Context: an optimization exercise on an open-source flow, tuned for a short achievable clock period and few clock cycles. The choices shown serve that exercise and are no tape-out recipe. No activity file was given, so power comes from the tool's default toggle rates.

==> build 14 <==
Design rv32i_core, start of the top module:
module rv32i_core (
    input  logic             clk,
    input  logic             rst,
    output logic [31:0]      imem_addr,
    input  logic [31:0]      imem_data,
    output logic             wb_valid,
    output logic [4:0]       wb_rd,
    output logic [31:0]      wb_data
);
    logic        redirect_valid;
    logic [31:1] redirect_target;
    logic        upd_valid;
    logic [rv32_pkg::BTB_IDX-1:0] upd_idx;
    logic [rv32_pkg::BTB_TAG-1:0] upd_tag;
    logic [31:1] upd_target;
    logic [31:1] pc_f;
    logic        m_valid;
    logic [31:1] pc_m;
    logic [4:0]  rs1_addr;
    logic [4:0]  rs2_addr;
    logic [31:0] rs1_data;
    logic [31:0] rs2_data;
    logic                      e_valid;
    logic [31:1]               e_pc;
    logic [31:1]               e_link;
    logic [31:1]               e_pnpc;
    logic                      e_seq_ok;
    logic [31:0]               e_a;
    logic [31:0]               e_b;
    logic                      e_fa;
    logic                      e_fb;
    logic [31:0]               e_imm;
    logic [rv32_pkg::RS_N-1:0] e_sel;
    logic                      e_sub;
    logic                      e_sra;
    logic [rv32_pkg::BR_N-1:0] e_br;
    logic                      e_jal;
    logic                      e_jalr;
    logic                      e_wr;
    logic [4:0]                e_rd;
    fetch_unit u_fetch (
        .clk             (clk),
        .rst             (rst),
        .imem_addr       (imem_addr),
        .redirect_valid  (redirect_valid),
        .redirect_target (redirect_target),
        .upd_valid       (upd_valid),
        .upd_idx         (upd_idx),
        .upd_tag         (upd_tag),
        .upd_target      (upd_target),
        .pc_f            (pc_f),
        .m_valid         (m_valid),
        .pc_m            (pc_m)
    );
    decode_unit u_decode (
        .clk      (clk),
        .rst      (rst),
        .instr    (imem_data),
        .m_valid  (m_valid),
        .pc_m     (pc_m),
        .pc_f     (pc_f),
  ...
Settings: LEC_CHECK=0, CAP_MARGIN=20, CORE_MARGIN=2, CORE_UTILIZATION=40, SLEW_MARGIN=20; clock period 8.5 ns.
run.sh (not shown) runs the stock make flow with config.mk's settings and CLKGATE_MAP_FILE= SYNTH_SCRIPT=/design/flow/synth_recipe.tcl, a recipe that flattens the netlist after the stock synthesis.
==> inputs of build 15, as changes to build 14 <==
--- a/flow/design.v
+++ b/flow/design.v
@@ -25,35 +25,31 @@
     localparam int BTB_TAG = 7;
 endpackage
 `default_nettype wire
 `timescale 1ns/1ns
 `default_nettype none
 module alu (
     input  logic [rv32_pkg::RS_N-1:0] sel,
-    input  logic                      sub,
     input  logic                      sra,
+    input  logic [31:0]               sum,
+    input  logic                      lt,
+    input  logic                      ltu,
     input  logic [31:0]               a,
     input  logic [31:0]               b,
     input  logic [31:0]               link,
     output logic [31:0]               result
 );
-    logic [31:0] sum;
     logic [31:0] sll;
     logic [31:0] srl;
-    logic        slt;
-    logic        sltu;
-    assign sum  = sub ? (a - b) : (a + b);
     assign sll  = a << b[4:0];
     assign srl  = sra ? 32'($signed(a) >>> b[4:0]) : (a >> b[4:0]);
-    assign slt  = $signed(a) < $signed(b);
-    assign sltu = a < b;
     assign result = ({32{sel[rv32_pkg::RS_ADD]}}  & sum)
                   | ({32{sel[rv32_pkg::RS_SLL]}}  & sll)
-                  | ({32{sel[rv32_pkg::RS_SLT]}}  & {31'b0, slt})
-                  | ({32{sel[rv32_pkg::RS_SLTU]}} & {31'b0, sltu})
+                  | ({32{sel[rv32_pkg::RS_SLT]}}  & {31'b0, lt})
+                  | ({32{sel[rv32_pkg::RS_SLTU]}} & {31'b0, ltu})
                   | ({32{sel[rv32_pkg::RS_XOR]}}  & (a ^ b))
                   | ({32{sel[rv32_pkg::RS_SR]}}   & srl)
                   | ({32{sel[rv32_pkg::RS_OR]}}   & (a | b))
                   | ({32{sel[rv32_pkg::RS_AND]}}  & (a & b))
                   | ({32{sel[rv32_pkg::RS_LINK]}} & link);
 endmodule
 `default_nettype wire
@@ -61,14 +57,19 @@
 `default_nettype none
 module fetch_unit (
     input  logic                        clk,
     input  logic                        rst,
     output logic [31:0]                 imem_addr,
     input  logic                        redirect_valid,
     input  logic [31:1]                 redirect_target,
+    input  logic                        redirect_taken,
+    input  logic                        redirect_kill_t,
+    input  logic                        redirect_kill_n,
+    input  logic [31:1]                 redirect_tgt_t,
+    input  logic [31:1]                 redirect_tgt_n,
     input  logic                        upd_valid,
     input  logic [rv32_pkg::BTB_IDX-1:0] upd_idx,
     input  logic [rv32_pkg::BTB_TAG-1:0] upd_tag,
     input  logic [31:1]                 upd_target,
     output logic [31:1]                 pc_f,
     output logic                        m_valid,
     output logic [31:1]                 pc_m
@@ -81,29 +82,33 @@
     logic                        rst_q;
     logic [NE-1:0]               btb_v;
     logic [rv32_pkg::BTB_TAG-1:0] btb_tag [0:NE-1];
     logic [31:1]                 btb_tgt [0:NE-1];
     logic [rv32_pkg::BTB_IDX-1:0] idx;
     logic                        hit;
     logic                        pc_f_zero;
+    logic [31:1]                 pred;
+    logic [31:1]                 next_t;
+    logic [31:1]                 next_n;
     assign imem_addr = {pc_f, 1'b0};
     assign idx       = pc_f[IH:IL];
     assign hit       = btb_v[idx] && (btb_tag[idx] == pc_f[TH:TL]);
     assign pc_f_zero = (pc_f == '0);
+    assign pred      = hit ? btb_tgt[idx] : (pc_f + 31'd2);
+    assign next_t    = redirect_kill_t ? redirect_tgt_t : pred;
+    assign next_n    = redirect_kill_n ? redirect_tgt_n : pred;
     always_ff @(posedge clk) begin
         rst_q <= rst;
         pc_m  <= pc_f;
         if (rst) begin
             pc_f    <= (rst_q && pc_f_zero) ? 31'd2 : 31'd0;
             m_valid <= pc_f_zero;
         end else begin
             m_valid <= !redirect_valid;
-            if (redirect_valid)  pc_f <= redirect_target;
-            else if (hit)        pc_f <= btb_tgt[idx];
-            else                 pc_f <= pc_f + 31'd2;
+            pc_f    <= redirect_taken ? next_t : next_n;
         end
     end
     always_ff @(posedge clk) begin
         if (rst) begin
             btb_v <= '0;
         end else if (upd_valid) begin
             btb_v[upd_idx] <= 1'b1;
@@ -291,47 +296,72 @@
     input  logic [rv32_pkg::BR_N-1:0]    e_br,
     input  logic                         e_jal,
     input  logic                         e_jalr,
     input  logic                         e_wr,
     input  logic [4:0]                   e_rd,
     output logic                         redirect_valid,
     output logic [31:1]                  redirect_target,
+    output logic                         redirect_taken,
+    output logic                         redirect_kill_t,
+    output logic                         redirect_kill_n,
+    output logic [31:1]                  redirect_tgt_t,
+    output logic [31:1]                  redirect_tgt_n,
     output logic                         upd_valid,
     output logic [rv32_pkg::BTB_IDX-1:0] upd_idx,
     output logic [rv32_pkg::BTB_TAG-1:0] upd_tag,
     output logic [31:1]                  upd_target,
     output logic                         wb_valid,
     output logic [4:0]                   wb_rd,
     output logic [31:0]                  wb_data
 );
     logic [31:0] op_a;
     logic [31:0] op_b;
     logic [31:0] result;
-    logic        eq, lt, ltu, taken;
+    logic [31:0] sum;
+    logic        lt, ltu;
+    logic [31:0] sum_p [0:3];
+    logic [3:0]  lt_p, ltu_p, tk_p;
+    logic        taken;
     logic [31:0] br_sum;
     logic [31:0] jr_sum;
-    logic        br_ok, jr_ok, ok;
-    logic [31:1] npc;
+    logic        br_ok, jr_ok;
+    logic        kill_t, kill_n;
+    logic [31:1] tgt_t, tgt_n;
     assign op_a = e_fa ? wb_data : e_a;
     assign op_b = e_fb ? wb_data : e_b;
+    always_comb begin
+        logic [31:0] pa, pb;
+        logic        peq;
+        for (int p = 0; p < 4; p++) begin
+            pa = p[0] ? wb_data : e_a;
+            pb = p[1] ? wb_data : e_b;
+            sum_p[p] = pa + (pb ^ {32{e_sub}}) + {31'b0, e_sub};
+            peq      = pa == pb;
+            lt_p[p]  = $signed(pa) < $signed(pb);
+            ltu_p[p] = pa < pb;
+            tk_p[p]  = |(e_br & {!ltu_p[p], ltu_p[p], !lt_p[p], lt_p[p], !peq, peq});
+        end
+    end
+    assign sum   = sum_p[{e_fb, e_fa}];
+    assign lt    = lt_p[{e_fb, e_fa}];
+    assign ltu   = ltu_p[{e_fb, e_fa}];
+    assign taken = tk_p[{e_fb, e_fa}];
     alu u_alu (
         .sel    (e_sel),
-        .sub    (e_sub),
         .sra    (e_sra),
+        .sum    (sum),
+        .lt     (lt),
+        .ltu    (ltu),
         .a      (op_a),
         .b      (op_b),
         .link   ({e_link, 1'b0}),
         .result (result)
     );
-    assign eq    = op_a == op_b;
-    assign lt    = $signed(op_a) < $signed(op_b);
-    assign ltu   = op_a < op_b;
-    assign taken = |(e_br & {!ltu, ltu, !lt, lt, !eq, eq});
     assign br_sum = {e_pc, 1'b0} + e_imm;
-    assign jr_sum = op_a + e_imm;
+    assign jr_sum = e_fa ? (wb_data + e_imm) : (e_a + e_imm);
     always_comb begin
         logic [31:1] cb;
         logic [31:1] cj;
         br_ok = 1'b1;
         jr_ok = 1'b1;
         cb[1] = 1'b0;
         cj[1] = op_a[0] & e_imm[0];
@@ -340,23 +370,30 @@
             cj[i] = (op_a[i-1] & e_imm[i-1]) | ((op_a[i-1] ^ e_imm[i-1]) & ~e_pnpc[i-1]);
         end
         for (int i = 1; i < 32; i++) begin
             br_ok = br_ok & ~(e_pc[i] ^ e_imm[i] ^ e_pnpc[i] ^ cb[i]);
             jr_ok = jr_ok & ~(op_a[i] ^ e_imm[i] ^ e_pnpc[i] ^ cj[i]);
         end
     end
-    assign ok  = e_jalr ? jr_ok : ((e_jal || taken) ? br_ok : e_seq_ok);
-    assign npc = e_jalr ? jr_sum[31:1] : ((e_jal || taken) ? br_sum[31:1] : e_link);
-    assign redirect_valid  = e_valid && !ok;
-    assign redirect_target = npc;
+    assign kill_t = e_valid && (e_jalr ? !jr_ok : !br_ok);
+    assign tgt_t  = e_jalr ? jr_sum[31:1] : br_sum[31:1];
+    assign kill_n = e_valid && (e_jalr ? !jr_ok : (e_jal ? !br_ok : !e_seq_ok));
+    assign tgt_n  = e_jalr ? jr_sum[31:1] : (e_jal ? br_sum[31:1] : e_link);
+    assign redirect_taken  = taken;
+    assign redirect_kill_t = kill_t;
+    assign redirect_kill_n = kill_n;
+    assign redirect_tgt_t  = tgt_t;
+    assign redirect_tgt_n  = tgt_n;
+    assign redirect_valid  = taken ? kill_t : kill_n;
+    assign redirect_target = taken ? tgt_t : tgt_n;
     always_ff @(posedge clk) begin
         upd_valid  <= redirect_valid && !rst;
         upd_idx    <= e_pc[rv32_pkg::BTB_IDX+1:2];
         upd_tag    <= e_pc[rv32_pkg::BTB_IDX+rv32_pkg::BTB_TAG+1:rv32_pkg::BTB_IDX+2];
-        upd_target <= npc;
+        upd_target <= redirect_target;
     end
     always_ff @(posedge clk) begin
         wb_valid <= e_valid && e_wr && !rst;
         wb_rd    <= e_rd;
         wb_data  <= result;
     end
 endmodule
@@ -370,14 +407,19 @@
     input  logic [31:0]      imem_data,
     output logic             wb_valid,
     output logic [4:0]       wb_rd,
     output logic [31:0]      wb_data
 );
     logic        redirect_valid;
     logic [31:1] redirect_target;
+    logic        redirect_taken;
+    logic        redirect_kill_t;
+    logic        redirect_kill_n;
+    logic [31:1] redirect_tgt_t;
+    logic [31:1] redirect_tgt_n;
     logic        upd_valid;
     logic [rv32_pkg::BTB_IDX-1:0] upd_idx;
     logic [rv32_pkg::BTB_TAG-1:0] upd_tag;
     logic [31:1] upd_target;
     logic [31:1] pc_f;
     logic        m_valid;
     logic [31:1] pc_m;
@@ -405,14 +447,19 @@
     logic [4:0]                e_rd;
     fetch_unit u_fetch (
         .clk             (clk),
         .rst             (rst),
         .imem_addr       (imem_addr),
         .redirect_valid  (redirect_valid),
         .redirect_target (redirect_target),
+        .redirect_taken  (redirect_taken),
+        .redirect_kill_t (redirect_kill_t),
+        .redirect_kill_n (redirect_kill_n),
+        .redirect_tgt_t  (redirect_tgt_t),
+        .redirect_tgt_n  (redirect_tgt_n),
         .upd_valid       (upd_valid),
         .upd_idx         (upd_idx),
         .upd_tag         (upd_tag),
         .upd_target      (upd_target),
         .pc_f            (pc_f),
         .m_valid         (m_valid),
         .pc_m            (pc_m)
@@ -478,14 +525,19 @@
         .e_br            (e_br),
         .e_jal           (e_jal),
         .e_jalr          (e_jalr),
         .e_wr            (e_wr),
         .e_rd            (e_rd),
         .redirect_valid  (redirect_valid),
         .redirect_target (redirect_target),
+        .redirect_taken  (redirect_taken),
+        .redirect_kill_t (redirect_kill_t),
+        .redirect_kill_n (redirect_kill_n),
+        .redirect_tgt_t  (redirect_tgt_t),
+        .redirect_tgt_n  (redirect_tgt_n),
         .upd_valid       (upd_valid),
         .upd_idx         (upd_idx),
         .upd_tag         (upd_tag),
         .upd_target      (upd_target),
         .wb_valid        (wb_valid),
         .wb_rd           (wb_rd),
         .wb_data         (wb_data)
ABC_CLOCK_PERIOD_IN_PS = 3000   (was default)
SETUP_SLACK_MARGIN = 5   (was default)
==> PnR_summary.wiki <==
{| class="wikitable"
! Metric !! Value
|-
| Placed Area || 140000 sq um
|-
| Total iterations of the first detailed-routing run || 8
|-
| Met2 routing resource usage after global routing || 0.441
|-
| Clkbuf count || 385
|-
| Status || complete, no violations
|-
| Top post-synthesis cells by area || sky130_fd_sc_hd__edfxtp_1, sky130_fd_sc_hd__mux4_2, sky130_fd_sc_hd__dfxtp_1
|-
| Setup fix buffers added after clock tree synthesis || around 320
|-
| Ratio of cells with drive above 1 in the final layout || 0.279
|-
| Cell-internal power || 23.3 mW
|}
the above is filed under build 15

==> PnR_summary.wiki <==
{| class="wikitable"
! Metric !! Value
|-
| Status || complete, no violations
|-
| Setup fix buffers added after clock tree synthesis || 0
|-
| Met2 routing resource usage after global routing || 0.444
|-
| Clkbuf count || approximately 380
|-
| Cell-internal power || 23.4 mW
|-
| Ratio of cells with drive above 1 in the final layout || 0.207
|-
| Top post-synthesis cells by area || sky130_fd_sc_hd__edfxtp_1, sky130_fd_sc_hd__mux4_2, sky130_fd_sc_hd__dfxtp_1
|}
the above is filed under build 14

No run of this note included a check of the RTL's function; only the layout flow was run.

port drivers added, routing unchanged:
The results above use ideal ports. As a check the final layouts listed here were re-extracted and re-timed, cells and wires unchanged. Step 1: set_driving_cell puts a clkbuf_16 on clk and a buf_2 on each other input, an assumption about the parent block. Step 2, shift: input delay + t, output delay - t, t = (earliest + latest rising clock arrival at the registers) / 2. This alone moves slack from input paths to output paths. Slacks: ideal ports / drivers / drivers and shift; pairs: ideal ports / drivers.
run | t (ns) | setup WS [ns] | clock arrival spread, ns | slew at the worst register clock pin (ns) | cell pins on the clock port's net
build 14 | 1.010 | 1.204 / 1.204 / 1.204 | 0.088 / 0.087 | 0.07 / 0.07 | 1
build 15 | 1.002 | 4.431 / 4.431 / 3.888 | 0.059 / 0.059 | 0.07 / 0.07 | 1
After both steps every run listed still meets setup and hold. The setup slack of build 15, which loses most, moves by 0.000 ns with the drivers and by -0.543 ns with both steps.
